Source: an optimization exercise on an open RTL-to-GDS flow (aim: small area). Production flows keep margins and buffers that such runs may drop. In this exercise RTL edits were held to simulation tests only and were not proved equivalent to the original. No activity file was given, so power comes from the tool's default toggle rates.

==> flow/design.v <==
package cpu_types_pkg;
  localparam int XLEN = 32;
  typedef logic [4:0] reg_idx_t;
  typedef logic [XLEN-1:0] xlen_t;
  localparam reg_idx_t REG_ZERO = 5'd0;
endpackage
module rf_scoreboard #(
  parameter int NUM_REGS  = 32,
  parameter bit BYPASS_EN = 1'b1
) (
  input  logic                clk,
  input  logic                rst,
  input  cpu_types_pkg::reg_idx_t            rs1_addr,
  input  cpu_types_pkg::reg_idx_t            rs2_addr,
  input  logic                rs1_used,
  input  logic                rs2_used,
  input  logic                issue_valid,
  input  cpu_types_pkg::reg_idx_t            issue_rd,
  input  logic                issue_long,
  input  logic                wb_valid,
  input  cpu_types_pkg::reg_idx_t            wb_rd,
  input  logic                kill_valid,
  input  cpu_types_pkg::reg_idx_t            kill_rd,
  output logic                stall,
  output logic [NUM_REGS-1:0] busy_vec
);
  logic [NUM_REGS-1:0] busy_q, busy_d;
  logic [31:0] busy_all, busy_nxt;
  logic raw1, raw2, waw, set_en;
  always_comb begin
    busy_all = '0;
    busy_all[NUM_REGS-1:0] = busy_q;
    raw1 = rs1_used & busy_all[rs1_addr] & ~(BYPASS_EN & wb_valid & (wb_rd == rs1_addr));
    raw2 = rs2_used & busy_all[rs2_addr] & ~(BYPASS_EN & wb_valid & (wb_rd == rs2_addr));
    waw = issue_valid & issue_long & busy_all[issue_rd] & ~(BYPASS_EN & wb_valid & (wb_rd == issue_rd));
    stall = raw1 | raw2 | waw;
    set_en = issue_valid & issue_long & ~stall & (issue_rd != cpu_types_pkg::REG_ZERO);
    busy_nxt = busy_all;
    if (wb_valid) busy_nxt[wb_rd] = 1'b0;
    if (kill_valid) busy_nxt[kill_rd] = 1'b0;
    if (set_en) busy_nxt[issue_rd] = 1'b1;
    busy_nxt[0] = 1'b0;
    busy_d = busy_nxt[NUM_REGS-1:0];
  end
  always_ff @(posedge clk or posedge rst) begin
    if (rst) busy_q <= '0;
    else busy_q <= busy_d;
  end
  assign busy_vec = busy_q;
endmodule
module rf_writeback #(
  parameter int XLEN      = 32,
  parameter int NUM_REGS  = 32,
  parameter bit BYPASS_EN = 1'b1
) (
  input  logic                clk,
  input  logic                rst,
  input  cpu_types_pkg::reg_idx_t            rs1_addr,
  input  cpu_types_pkg::reg_idx_t            rs2_addr,
  input  logic                rs1_used,
  input  logic                rs2_used,
  output logic [XLEN-1:0]     rs1_data,
  output logic [XLEN-1:0]     rs2_data,
  input  logic                issue_valid,
  input  cpu_types_pkg::reg_idx_t            issue_rd,
  input  logic                issue_long,
  input  logic                wb_valid,
  input  cpu_types_pkg::reg_idx_t            wb_rd,
  input  logic [XLEN-1:0]     wb_data,
  input  logic                kill_valid,
  input  cpu_types_pkg::reg_idx_t            kill_rd,
  output logic                stall,
  output logic [NUM_REGS-1:0] busy_vec
);
  localparam int AW = $clog2(NUM_REGS);
  logic [XLEN-1:0] regs_q [NUM_REGS];
  logic wb_ok, hit1, hit2;
  function automatic logic in_range(cpu_types_pkg::reg_idx_t a);
    in_range = ({27'd0, a} < NUM_REGS);
  endfunction
  always_comb begin
    wb_ok = wb_valid && wb_rd != cpu_types_pkg::REG_ZERO && in_range(wb_rd);
    hit1 = BYPASS_EN && wb_valid && wb_rd == rs1_addr;
    hit2 = BYPASS_EN && wb_valid && wb_rd == rs2_addr;
    rs1_data = (rs1_addr == cpu_types_pkg::REG_ZERO || !in_range(rs1_addr)) ? '0 : hit1 ? wb_data : regs_q[rs1_addr[AW-1:0]];
    rs2_data = (rs2_addr == cpu_types_pkg::REG_ZERO || !in_range(rs2_addr)) ? '0 : hit2 ? wb_data : regs_q[rs2_addr[AW-1:0]];
  end
  always_ff @(posedge clk or posedge rst) begin
    if (rst) begin
      for (int i = 0; i < NUM_REGS; i++) regs_q[i] <= '0;
    end else begin
      for (int i = 0; i < NUM_REGS; i++) if (wb_ok && {27'd0, wb_rd} == i) regs_q[i] <= wb_data;
    end
  end
  rf_scoreboard #(.NUM_REGS(NUM_REGS), .BYPASS_EN(BYPASS_EN)) u_sb (
    .clk(clk), .rst(rst),
    .rs1_addr(rs1_addr), .rs2_addr(rs2_addr), .rs1_used(rs1_used), .rs2_used(rs2_used),
    .issue_valid(issue_valid), .issue_rd(issue_rd), .issue_long(issue_long),
    .wb_valid(wb_valid), .wb_rd(wb_rd), .kill_valid(kill_valid), .kill_rd(kill_rd),
    .stall(stall), .busy_vec(busy_vec)
  );
endmodule
==> flow/run.sh <==
#!/bin/bash
# synth_recipe.tcl (not shown) runs the flow's synth.tcl, then flattens the netlist and writes it again
# the make line also repeats each setting of config.mk as NAME=value (left out here)
make -C /OpenROAD-flow-scripts/flow DESIGN_CONFIG=/design/flow/config.mk WORK_HOME=/design/flow/orfs CLKGATE_MAP_FILE= SYNTH_SCRIPT=/design/flow/synth_recipe.tcl finish
==> flow/config.mk <==
export PLATFORM = sky130hd
export DESIGN_NAME = rf_writeback
export DESIGN_NICKNAME = rf_writeback
export VERILOG_FILES = /design/flow/design.v
export SDC_FILE = /design/flow/constraint.sdc
export NUM_CORES = 4
export LEC_CHECK = 0
export CAP_MARGIN = 20
export CORE_MARGIN = 2
export CORE_UTILIZATION = 40
export SETUP_SLACK_MARGIN = 0.3
export SLEW_MARGIN = 20
==> flow/constraint.sdc <==
create_clock -name core_clock -period 5.0 [get_ports {clk}]
set_input_delay 1.0000 -clock core_clock [delete_from_list [all_inputs] [get_ports {clk}]]
set_output_delay 1.0000 -clock core_clock [all_outputs]
set_load 0.01 [all_outputs]
==> summary.txt <==
==> logic make-up (layout without fill, tap and decap cells) <==
logic type	count (synthesis)	count (layout)	synth area share, %
adders and majority gates	13	13	0.302
xor gates and xnor gates	24	24	0.390
buffers and inverters	513	1174	4.30
DFF	1023	1023	47.5
muxes	1028	1028	21.9
other	1	9	0.00695
and+or+nand+nor	1062	1064	11.3
AOI/OAI and AO/OA	996	996	14.4
==> flip-flops by register name, indices dropped and copies added, names as in the netlist <==
name and cells:
u_sb.busy_q 31, regs_q 992
==> area by class of cell <==
class                   instances  area share, %
inverters                      13         0.0748
clock buffers                 165           4.67
repair buffers                955           14.8
well taps                    1768           3.15
clock inverters                41          0.693
flip-flops and latches       1023           36.4
diodes                          8         0.0285
multi-input cells            3126           40.2
==> worst max-delay path: cells and delay by family <==
kind / cells / cell delay [ns]
simple gates: 4 / 0.83
buf+inv: 7 / 1.40
compound gates: 2 / 0.43
==> layout by cell type, fill, tap and decap left out, drive strengths merged, types with 30 or more instances in the layout <==
| master | n |
|---|---|
| a2111oi | 119 |
| a211oi | 65 |
| a22oi | 680 |
| and2 | 50 |
| and3 | 369 |
| buf | 806 |
| clkbuf | 176 |
| clkdlybuf4s50 | 84 |
| dfrtp | 1023 |
| dlygate4sd2 | 35 |
| mux2 | 1001 |
| nand2 | 119 |
| nand3 | 140 |
| nand4 | 121 |
| nor2 | 110 |
| nor4 | 67 |
| o21ai | 36 |
| o221ai | 30 |
==> repair_timing <==
| action | CTS | global route |
|---|---|---|
| endpoints found under the setup margin | 65 | 52 |
| pin swaps | 161 | 76 |
| gates cloned | 4 | 1 |
| resized for setup | 512 | 85 |
| setup buffers | 83 | 10 |
==> power by group through the flow <==
| stage | combinational, mW | clock (mW) | sequential (mW) |
|---|---|---|---|
| CTS | 4.27 | 8.72 | 11.5 |
| floorplan | 2.46 | 0 | 11.0 |
| finish | 4.37 | 8.71 | 11.7 |
| global placement | 3.99 | 0 | 11.6 |
| detailed placement | 4.08 | 0 | 11.6 |
| global route | 4.60 | 9.05 | 11.8 |
==> per-layer routing <==
| layer | up-vias | track usage (%) | wire length, µm |
|---|---|---|---|
| li1 | 19200 | - | - |
| met1 | 25800 | 53.7 | 108000 |
| met2 | 4890 | 58.0 | 117000 |
| met3 | 1488 | 15.6 | 42200 |
| met4 | 18 | 26.8 | 23900 |
| met5 | - | 0.0350 | 135 |
==> per-stage QoR <==
stage	total power, mW	hold WS, ns	setup TNS, ns	util [%]	cells
2_1_floorplan	13.4	0.473	-	-	4660
3_3_place_gp	15.6	0.493	-29.62	47.5	6786
4_1_cts	24.5	0.514	0	52.3	7079
6_report	24.8	0.515	0	52.6	7099
3_5_place_dp	15.7	0.500	-30.22	47.5	6786
5_1_grt	25.4	0.534	0	52.6	7092
==> path summary, 6_finish.rpt <==
| check | slack [ns] | startpoint | end |
|---|---|---|---|
| max in group asynchronous | 2.96 | rst | regs_q[18][29] |
| min in group asynchronous | 0.61 | rst | regs_q[18][7] |
| max reg2reg | 2.42 | u_sb.busy_q[21] | u_sb.busy_q[4] |
| min | 0.52 | regs_q[19][0] | regs_q[19][0] |
| max | 0.33 | rs1_addr[0] | rs1_data[6] |
| min reg2reg | 0.52 | regs_q[19][0] | regs_q[19][0] |
==> qor.yml <==
outcome: "finished clean"
max_cap_violations: 0
yosysWarnings: 3
skew_ns: 0.0236
pwr_density_cell_mw_per_mm2: 353
die-area_mm2: 0.138
routedWlPerCell_um: 41.0
cp_slowest_stage_delay_ns: 0.37
crit_chain: "clkdlybuf4s15_2 > buf_6 > nor2_4 > buf_4 > buf_4 > buf_4 > and3_1 > a2111oi_4 > nand3_1 > nor4_2 > buf_4 > a211oi_1 > clkdlybuf4s15_2"
gp_congestion: 1.04
grt_max_degree: 112
place_ws_ns: -0.822
synth_area_per_cell_um2: 11.6
p_leak_nw: 31.8
first_pass_iters: 12
start_util_pct: 40.4
layout-drive-gt1-share_pct: 43.7
ant_nets: 0
antenna_found_initial: 18
crit_path_start_kind: "input port"
yosysSeqAreaShare_pct: 47.5
reg2reg_depth: 9
synth_cell_types: 69
clk-insertion-delay-late_ns: 0.77
intPower_mw: 17.2
ios: 162
ys_top_cells_by_count: "1023 x dfrtp_1, 990 x mux2_2, 680 x a22oi_1"
rows: 134
crit_fanout: 9
grt_pass1_vias: 49500
die-width_um: 371
root_buffer: "clkbuf_16"
fmax_mhz: 214
p_switching_mw: 7.61
synthTopCellsByArea: "dfrtp_1 47%, mux2_2 21%, a22oi_1 9.5%, and3_1 4.3%, clkbuf_1 1.9%"
grt_setup_unrepaired: "yes"
crit_path_frequent_cell: "buf_4"
cts.sinks: 1023
slew_headroom_pct: 20.8
endpoint_kind: "output pin"
numCtsBuffers: 113
ir_drop_uv: 334
postPlaceCellArea_mm2: 0.0635
seqPwrFrac_pct: 47.3
netlist_area_mm2: 0.0539
grt_overflow: 0
path_class: "input port to output pin"
cts_tree: "done"
io_buffers: 160
grt.total_usage_pct: 41.5
synth_nets: 4738
hold_viol_final: 0
clkPwrFrac_pct: 35.1
synth.most_common_cell: "dfrtp_1"
synth_edf_count: 0
yosysTopAreaCell: "dfrtp_1"
synthArstFlopShare_pct: 100
setup_violations: 0
swShare_pct: 30.7
area_growth_pct: 30.3
fin_area_mm2: 0.0703
tightest_slew_ns: 1.19
seq_area_mm2: 0.0256
min_path_type: "register to register"
hpwl_mm: 186
nNetsFinal: 5310
fin_crit_ns: 4.67
htreeDepth: 3
drc: 0
max-clock-path-buffers: 3
holdBufCountCts: 0
arrival_ns: 3.67
required_ns: 4.00
vias_per_cell: 7.24
syn_inst: 4660
clkTransAtPathRegs_ns: 0.07
crit_path_top_delay_cell: "nor4_2"
coreArea_mm2: 0.134
num_vias: 51400
slew_violations: 0
fill_cells: 11600
ys_ff_latch: 1023
pwr-share-comb_pct: 17.6
wirelength_mm: 291
multi_input_area_mm2: 0.0282
grt_pass1_wl_mm: 400
drt_iter0_drc: 9279
ys.flop_type: "dfrtp_1"
finalCritPeriodShare_pct: 93.4
die_h_um: 371
setup_ws_ns: 0.328
yosys.area.top_type_share_pct: 47.5
min_path_cells: 1

-- re-timing with driven ports --
Ports are ideal in the flow. The routed layout listed here was re-timed in OpenROAD. Step 1 sets driving cells, clkbuf_16 on the clock port and buf_2 on the other inputs (assumed; they add their load-dependent delay and slew). Step 2 times the ports against the registers' clock, not the clock port: input delays grow and output delays shrink by t, the midpoint of the rising clock arrivals with the driver on. Three values: ideal, step 1, step 2; two values: the first two.
t (ns): 0.841
setup slack, ns: 0.328 / 0.273 / 0.054
slew at the worst register clock pin (ns): 0.07 / 0.07
After both steps setup and hold are still met in this run. The setup slack of this run moves by -0.055 ns with the drivers and by -0.274 ns with both steps.
